Source: an optimization exercise on an open RTL-to-GDS flow (aim: small area and a short achievable clock period). Production flows keep margins and buffers that such runs may drop.
In this exercise RTL edits were held to simulation tests only and were not proved equivalent to the original.
Power figures rest on the tool's default switching activity, not on a simulated workload.

## debug_top
module debug_top #(
	parameter int ADDR_W = 6
) (
	input wire logic clk,
	input wire logic reset_i,
	input wire logic tck_i,
	input wire logic tms_i,
	input wire logic tdi_i,
	output logic tdo_o,
	input wire logic rx_bit_i,
	input wire logic rx_valid_i,
	input wire dbg_pkg::sample_t sample_i,
	input wire logic sample_valid_i
);
For scale: roughly 1900 cells after synthesis, about 720 flip-flops, ~17 I/O pins, roughly 29000 sq um of cells after synthesis.
export LEC_CHECK = 0
export CAP_MARGIN = 20
export CORE_MARGIN = 2
export CORE_UTILIZATION = 60
export CTS_BUF_LIST = sky130_fd_sc_hd__clkbuf_16
export CTS_CLUSTER_DIAMETER = 80
export CTS_CLUSTER_SIZE = 25
export PLACE_DENSITY = 0.75
export SETUP_SLACK_MARGIN = 3.9
export SLEW_MARGIN = 20
create_clock -name core_clock -period 6.0 [get_ports {clk}]
run.sh (not shown) runs the stock make flow with config.mk's settings and CLKGATE_MAP_FILE= SYNTH_SCRIPT=/design/flow/synth_recipe.tcl, a recipe that flattens the netlist after the stock synthesis.
Edit:
PLACE_DENSITY = not set   (was 0.75)
SETUP_SLACK_MARGIN = 3.8   (was 3.9)
The new run completed with no timing, DRC or antenna violations.
Die area is unchanged.
Clock-buffer cell count rises by 4.
Power rises by 3.2%.
Edit:
CTS_BUF_LIST = not set   (was sky130_fd_sc_hd__clkbuf_16)
CTS_CLUSTER_DIAMETER = not set   (was 80)
CTS_CLUSTER_SIZE = not set   (was 25)
SETUP_SLACK_MARGIN = 3.7   (was 3.8)
Outcome: The new run produced a clean layout. Setup slack improved by 0.0052 ns. Sequential cell count does not change. Global-route usage fell by 0.49 points. Via count grows by 2.1%. Sequential share of layout area goes down by 0.69 points. Worst hold slack loses 0.011 ns. Power rises by 15%. Final area goes up by 1.1%.
Edit:
CORE_UTILIZATION = 65   (was 60)
CTS_BUF_LIST = sky130_fd_sc_hd__clkbuf_16   (was not set)
CTS_CLUSTER_DIAMETER = 80   (was not set)
CTS_CLUSTER_SIZE = 25   (was not set)
SETUP_SLACK_MARGIN = 3.9   (was 3.7)
What happened:
- critical path depth goes up by 4
- routed wire length goes down by 0.35%
- clock skew barely changes
- setup slack improved by 0.10 ns
- final area goes down by 1.3%
- cell count goes down by 3.4%
- first-iteration DRC count goes up by 17%
- register-to-register slack improved by 0.10 ns
Edit:
==> flow/flow/run.sh (new file) <==
#!/bin/bash
# Standard layout (the standard.sh, unchanged synthesis), with clock tree
# synthesis run without dummy balancing loads. ORFS logs stay under orfs/logs;
# the make output goes to standard.log.
set -euo pipefail
bash standard.sh \
	CTS_ARGS="-sink_clustering_enable -repair_clock_nets -sink_clustering_size 25 -sink_clustering_max_diameter 80 -buf_list sky130_fd_sc_hd__clkbuf_16 -dont_use_dummy_load" \
	finish > standard.log 2>&1
==> flow/standard.sh (new file) <==
#!/bin/bash
# synth_recipe.tcl (not shown) runs the flow's synth.tcl, then flattens the netlist and writes it again
# the make line also repeats each setting of config.mk as NAME=value (left out here)
make -C /OpenROAD-flow-scripts/flow DESIGN_CONFIG=/design/flow/config.mk WORK_HOME=/design/flow/orfs CLKGATE_MAP_FILE= SYNTH_SCRIPT=/design/flow/synth_recipe.tcl "${@:-finish}"
CORE_UTILIZATION = 60   (was 65)
removed: flow/run.sh
The new run produced a clean layout.
Wire length came out lower by a few percent.
Via count decreases by a few percent.
Design area falls slightly.
Worst hold slack is about the same.
Edit:
==> flow/run.sh (new file) <==
#!/bin/bash
# synth_recipe.tcl (not shown) runs the flow's synth.tcl, then flattens the netlist and writes it again
# the make line also repeats each setting of config.mk as NAME=value (left out here)
make -C /OpenROAD-flow-scripts/flow DESIGN_CONFIG=/design/flow/config.mk WORK_HOME=/design/flow/orfs CLKGATE_MAP_FILE= SYNTH_SCRIPT=/design/flow/synth_recipe.tcl finish
CORE_UTILIZATION = 70   (was 60)
SETUP_SLACK_MARGIN = 4.1   (was 3.9)
removed: flow/flow/run.sh
removed: flow/standard.sh
What happened:
- via count increases by a little under a tenth
- setup slack loses 0.14 ns
- power went up by a few percent
- synthesized cell count stays the same
- non-clock buffer count is higher by 64
- final cell count climbs slightly
- register-to-register slack is worse by 0.14 ns
- synthesized area does not change
- design area grows by a few percent
- clock power came out higher by a few percent

-- static timing again, ports no longer ideal --
In the flow no input, the clock included, has a driving cell. The finished layouts below were timed again as built, in two steps.
Step 1, drivers: a clkbuf_16 drives clk and a buf_2 each remaining input, both assumed.
Step 2 also shifts input and output timing later by t, the mid clock arrival at the registers, as if the neighbouring blocks saw the same clock.
a / b / c = ideal / step 1 / step 2; a / b = the first two.
run | t (ns) | setup WS [ns] | worst setup path after step 2 | worst register clock-pin slew, ns | worst slew at a driven data input, ns
the first run | 0.647 | 3.652 / 3.652 / 3.078 | input to register | 0.10 / 0.10 | 0.04
the second run | 0.648 | 3.547 / 3.547 / 3.148 | input to register | 0.10 / 0.10 | 0.07
the third run | 0.655 | 3.552 / 3.552 / 3.104 | input to register | 0.07 / 0.07 | 0.04
the fourth run | 0.638 | 3.653 / 3.653 / 3.214 | input to register | 0.10 / 0.10 | 0.06
the fifth run | 0.638 | 3.633 / 3.633 / 3.149 | input to register | 0.10 / 0.10 | 0.05
the sixth run | 0.639 | 3.489 / 3.489 / 3.057 | input to register | 0.11 / 0.11 | 0.06
After both steps setup and hold are still met in every run listed. The setup slack of the first run, which loses most, moves by 0.000 ns with the drivers and by -0.574 ns with both steps.
